From an optimization exercise on the open Yosys and OpenROAD flow, aimed at small area; shortcuts taken in it are not production practice. In this exercise RTL edits were held to simulation tests only and were not proved equivalent to the original. Power is estimated from default activity; no workload was simulated.

## old
==> flow/design.v (excerpt) <==
module uart_cmd_slave (
    input  logic clk,
    input  logic rst_n,
    input  logic rx,
    output logic tx
);
==> module uart_cmd_slave, before the edit <==
module uart_cmd_slave (
    input  logic clk,
    input  logic rst_n,
    input  logic rx,
    output logic tx
);
    function automatic logic [3:0] step4(input logic [3:0] s);
        step4 = {s[2:0], s[3] ^ s[0] ^ (s[2:0] == 3'b000)};
    endfunction
    function automatic logic [4:0] step5(input logic [4:0] s);
        step5 = {s[3:0], s[4] ^ s[1] ^ (s[3:0] == 4'b0000)};
    endfunction
    localparam logic [3:0] RS_IDLE  = 4'd13;
    localparam logic [3:0] RS_START = 4'd8;
    localparam logic [3:0] RS_STOP  = 4'd14;
    logic [3:0] rs;
    logic [3:0] rclk;
    logic       byte_valid;
    logic [7:0] rx_byte;
    logic       r_tick;
    logic       r_last;
    assign r_tick = rclk == 4'd15;
    assign r_last = rs == 4'd0 && r_tick;      
    always_ff @(posedge clk or negedge rst_n) begin
        if (!rst_n) begin
            rs         <= RS_IDLE;
            rclk       <= '0;
            byte_valid <= 1'b0;
        end else begin
            byte_valid <= 1'b0;
            rclk       <= step4(rclk);
            if (rs == RS_IDLE) begin
                rclk <= 4'd2;
                if (!rx) rs <= RS_START;
            end else if (r_tick) begin
                rs <= (rs == RS_START && rx) ? RS_IDLE : rs - 1'b1;
                if (rs == RS_STOP) byte_valid <= 1'b1;
            end
        end
    end
    always_ff @(posedge clk) begin
        if (!rs[3] && r_tick) rx_byte <= {rx_byte[6:0], rx};
    end
    logic data_pending;
    logic rd_cmd;
    logic wr_cmd;
    always_ff @(posedge clk or negedge rst_n) begin
        if (!rst_n) begin
            data_pending <= 1'b0;
            rd_cmd       <= 1'b0;
            wr_cmd       <= 1'b0;
        end else begin
            rd_cmd <= byte_valid && !data_pending && !rx_byte[7];
            wr_cmd <= byte_valid && data_pending;
            if (byte_valid) data_pending <= !data_pending && rx_byte[7];
        end
    end
    logic [6:0] addr;
    always_ff @(posedge clk) begin
        if (r_last && !data_pending) addr <= {rx_byte[5:0], rx};
    end
    logic [4:0] ph_lo;
    logic [1:0] ph_hi;
    logic       wp;           
    logic       m32, m64, m128;
    logic [1:0] sel32;
    logic       sel64;
    logic [7:0] cap;          
    logic       cap_en;
    assign m32    = ph_lo == addr[4:0];
    assign m64    = m32 && ph_hi[0] == addr[5];
    assign m128   = m64 && ph_hi[1] == addr[6];
    assign sel32  = addr[6:5] - ph_hi;
    assign sel64  = addr[6] ^ ph_hi[1];
    assign cap_en = !wr_cmd && !wp;
    always_ff @(posedge clk) begin
        ph_lo <= step5(ph_lo);
        if (ph_lo == 5'd16) ph_hi <= ph_hi + 1'b1;
    end
    always_ff @(posedge clk) begin
        if (wr_cmd) wp <= 1'b1;
        else if (m128) wp <= 1'b0;
    end
    for (genvar k = 0; k < 8; k++) begin : g_ring
        logic [127:0] ring;
        logic         t;       
        logic         m;       
        logic         c;
        always_ff @(posedge clk) begin
            ring <= {ring[126:0], (wp && m128) ? cap[k] : ring[127]};
        end
        if (k == 7) begin : g_t4
            always_comb begin
                case (sel32)
                    2'd0:    t = ring[127];
                    2'd1:    t = ring[95];
                    2'd2:    t = ring[63];
                    default: t = ring[31];
                endcase
            end
            assign m = m32;
        end else if (k >= 3) begin : g_t2
            assign t = sel64 ? ring[63] : ring[127];
            assign m = m64;
        end else begin : g_t1
            assign t = ring[127];
            assign m = m128;
        end
        always_ff @(posedge clk) begin
            if (byte_valid && data_pending) c <= rx_byte[k];
            else if (cap_en && m) c <= t;
        end
        assign cap[k] = c;
    end
    localparam logic [3:0] TS_IDLE = 4'd12;
    localparam logic [3:0] TS_STOP = 4'd13;
    localparam logic [3:0] TS_PRE  = 4'd8;
    logic [3:0] ts;
    logic [3:0] tclk;
    logic       t_end;
    logic       par;
    assign t_end = tclk == 4'd8;
    always_ff @(posedge clk or negedge rst_n) begin
        if (!rst_n) begin
            ts   <= TS_IDLE;
            tclk <= '0;
            tx   <= 1'b1;
        end else begin
            tclk <= step4(tclk);
            if (rd_cmd && (ts == TS_IDLE || (ts == TS_STOP && t_end))) begin
                ts   <= TS_PRE;
                tclk <= 4'd8;
            end else if (t_end && ts != TS_IDLE) begin
                ts <= ts - 1'b1;
                if (!ts[3])     tx <= cap[ts[2:0]];
                else if (!ts[2]) tx <= 1'b0;           
                else if (ts[1] && ts[0]) tx <= par;
                else            tx <= 1'b1;
            end
        end
    end
    always_ff @(posedge clk) begin
        if (ts[3] && !ts[1]) par <= 1'b0;
        else if (t_end && !ts[3]) par <= par ^ cap[ts[2:0]];
    end
endmodule
Settings: LEC_CHECK=0, CAP_MARGIN=20, CORE_MARGIN=2, CORE_UTILIZATION=40, SLEW_MARGIN=20; clock period 20.0 ns.
standard.sh (not shown) runs the stock make flow with config.mk's settings and CLKGATE_MAP_FILE= SYNTH_SCRIPT=/design/flow/synth_recipe.tcl, a recipe that flattens the netlist after the stock synthesis.
==> flow/flow/run.sh <==
#!/bin/bash
# Standard layout with three changes: combinational cells start at their
# smallest drive before repair_design (flow/downsize.tcl), the clock tree is
# built from clkbuf_8 buffers in clusters of at most 20 sinks with no dummy loads,
# and non-critical gates are downsized again after global routing.
set -euo pipefail
bash standard.sh finish \
  PRE_RESIZE_TCL=$PWD/flow/downsize.tcl \
  "CTS_ARGS=-sink_clustering_enable -repair_clock_nets -dont_use_dummy_load -buf_list sky130_fd_sc_hd__clkbuf_8 -sink_clustering_size 20 -sink_clustering_max_diameter 60" \
  RECOVER_POWER=100 \
  > make_finish.log 2>&1
==> flow/flow/downsize.tcl <==
# Swap every combinational cell for the smallest-area cell of the same
# function (same name stem, other drive strength). repair_design, which runs
# right after this, upsizes again wherever slew or capacitance needs it.
set dont_use_list [split $::env(DONT_USE_CELLS)]
set n_swapped 0
set saved 0.0
foreach inst [get_cells *] {
  set lc [get_lib_cells -of_objects $inst]
  if {$lc == "NULL" || $lc == ""} { continue }
  set name [get_name $lc]
  if {![regexp {^(sky130_fd_sc_hd__([a-z0-9]+))_([0-9]+)$} $name -> stem fn drv]} { continue }
  if {[regexp {^(df|edf|sdf|dl|sdl|conb|tap|fill|decap|clk|lpflow|diode|probe|bleeder)} $fn]} { continue }
  set best $lc
  set best_area [get_property $lc area]
  foreach cand [get_lib_cells ${stem}_*] {
    set cn [get_name $cand]
    if {![regexp "^${stem}_\[0-9\]+\$" $cn]} { continue }
    if {[lsearch -exact $dont_use_list $cn] >= 0} { continue }
    set a [get_property $cand area]
    if {$a < $best_area} {
      set best $cand
      set best_area $a
    }
  }
  if {$best != $lc} {
    set saved [expr {$saved + [get_property $lc area] - $best_area}]
    replace_cell $inst $best
    incr n_swapped
  }
}
puts "downsize: swapped $n_swapped cells, [format %.1f $saved] um2 less"
Looking at the reports, old completed the entire flow and the layout it produced met the timing, DRC and antenna checks.
For new, these inputs were changed with respect to old:
--- a/flow/design.v
+++ b/flow/design.v
@@ -34,31 +34,30 @@
         step5 = {s[3:0], s[4] ^ s[1] ^ (s[3:0] == 4'b0000)};
     endfunction
-    localparam logic [3:0] RS_IDLE  = 4'd13;
+    localparam logic [3:0] RS_IDLE  = 4'd12;
     localparam logic [3:0] RS_START = 4'd8;
-    localparam logic [3:0] RS_STOP  = 4'd14;
     logic [3:0] rs;
     logic [3:0] rclk;
+    logic       r_idle;
     logic       byte_valid;
     logic [7:0] rx_byte;
     logic       r_tick;
     logic       r_last;
-    assign r_tick = rclk == 4'd15;
-    assign r_last = rs == 4'd0 && r_tick;      
+    assign r_tick     = rclk == 4'd15;
+    assign r_last     = rs == 4'd0 && r_tick;      
+    assign r_idle     = rs[3:1] == 3'b110;         
+    assign byte_valid = rs == 4'd13;
     always_ff @(posedge clk or negedge rst_n) begin
         if (!rst_n) begin
-            rs         <= RS_IDLE;
-            rclk       <= '0;
-            byte_valid <= 1'b0;
+            rs <= RS_IDLE;
         end else begin
-            byte_valid <= 1'b0;
-            rclk       <= step4(rclk);
-            if (rs == RS_IDLE) begin
-                rclk <= 4'd2;
-                if (!rx) rs <= RS_START;
+            if (r_idle) begin
+                rs <= rx ? RS_IDLE : RS_START;
             end else if (r_tick) begin
                 rs <= (rs == RS_START && rx) ? RS_IDLE : rs - 1'b1;
-                if (rs == RS_STOP) byte_valid <= 1'b1;
             end
         end
+    end
+    always_ff @(posedge clk) begin
+        rclk <= r_idle ? 4'd2 : step4(rclk);
     end
     always_ff @(posedge clk) begin
@@ -144,14 +143,16 @@
     logic       par;
     assign t_end = tclk == 4'd8;
+    logic accept;
+    assign accept = rd_cmd && (ts == TS_IDLE || (ts == TS_STOP && t_end));
+    always_ff @(posedge clk) begin
+        tclk <= accept ? 4'd8 : step4(tclk);
+    end
     always_ff @(posedge clk or negedge rst_n) begin
         if (!rst_n) begin
             ts   <= TS_IDLE;
-            tclk <= '0;
             tx   <= 1'b1;
         end else begin
-            tclk <= step4(tclk);
-            if (rd_cmd && (ts == TS_IDLE || (ts == TS_STOP && t_end))) begin
+            if (accept) begin
                 ts   <= TS_PRE;
-                tclk <= 4'd8;
             end else if (t_end && ts != TS_IDLE) begin
                 ts <= ts - 1'b1;
### Flow results
For the post-synth design cell area, new came in about 0.34% lower than old did. Between old and new, the flow reports floorplan die area decreasing slightly. Proportion of synthesized area in mux cells (lower): new. [compare] base=old new=new: clock latency on the worst-skew pair rose 0.05 ns; remaining max-slew budget at the tightest pin fell 11 points; part of the power in combinational logic level; power consumption saw a decrease.

-- re-timing with driven ports --
Ports are ideal in the flow. The routed layouts listed here were re-timed in OpenROAD. Step 1 assumes that a clkbuf_16 drives the clock port and a buf_2 every other input. Step 2 moves the port delays by t, midway between the first and last clock arrival at a register: inputs arrive t later, outputs are due t later. That takes back most of the time a late clock gives input paths. Three values: ideal, step 1, step 2; two values: the first two.
| run | t, ns | setup WS [ns] | hold slack, ns | pins driven straight from the clock port |
|---|---|---|---|---|
| old | 0.652 | 14.239 / 14.189 / 14.725 | 0.268 / 0.268 / 0.268 | 1 |
| new | 0.683 | 14.149 / 14.099 / 14.540 | 0.270 / 0.270 / 0.270 | 1 |
After both steps every run listed still meets setup and hold.
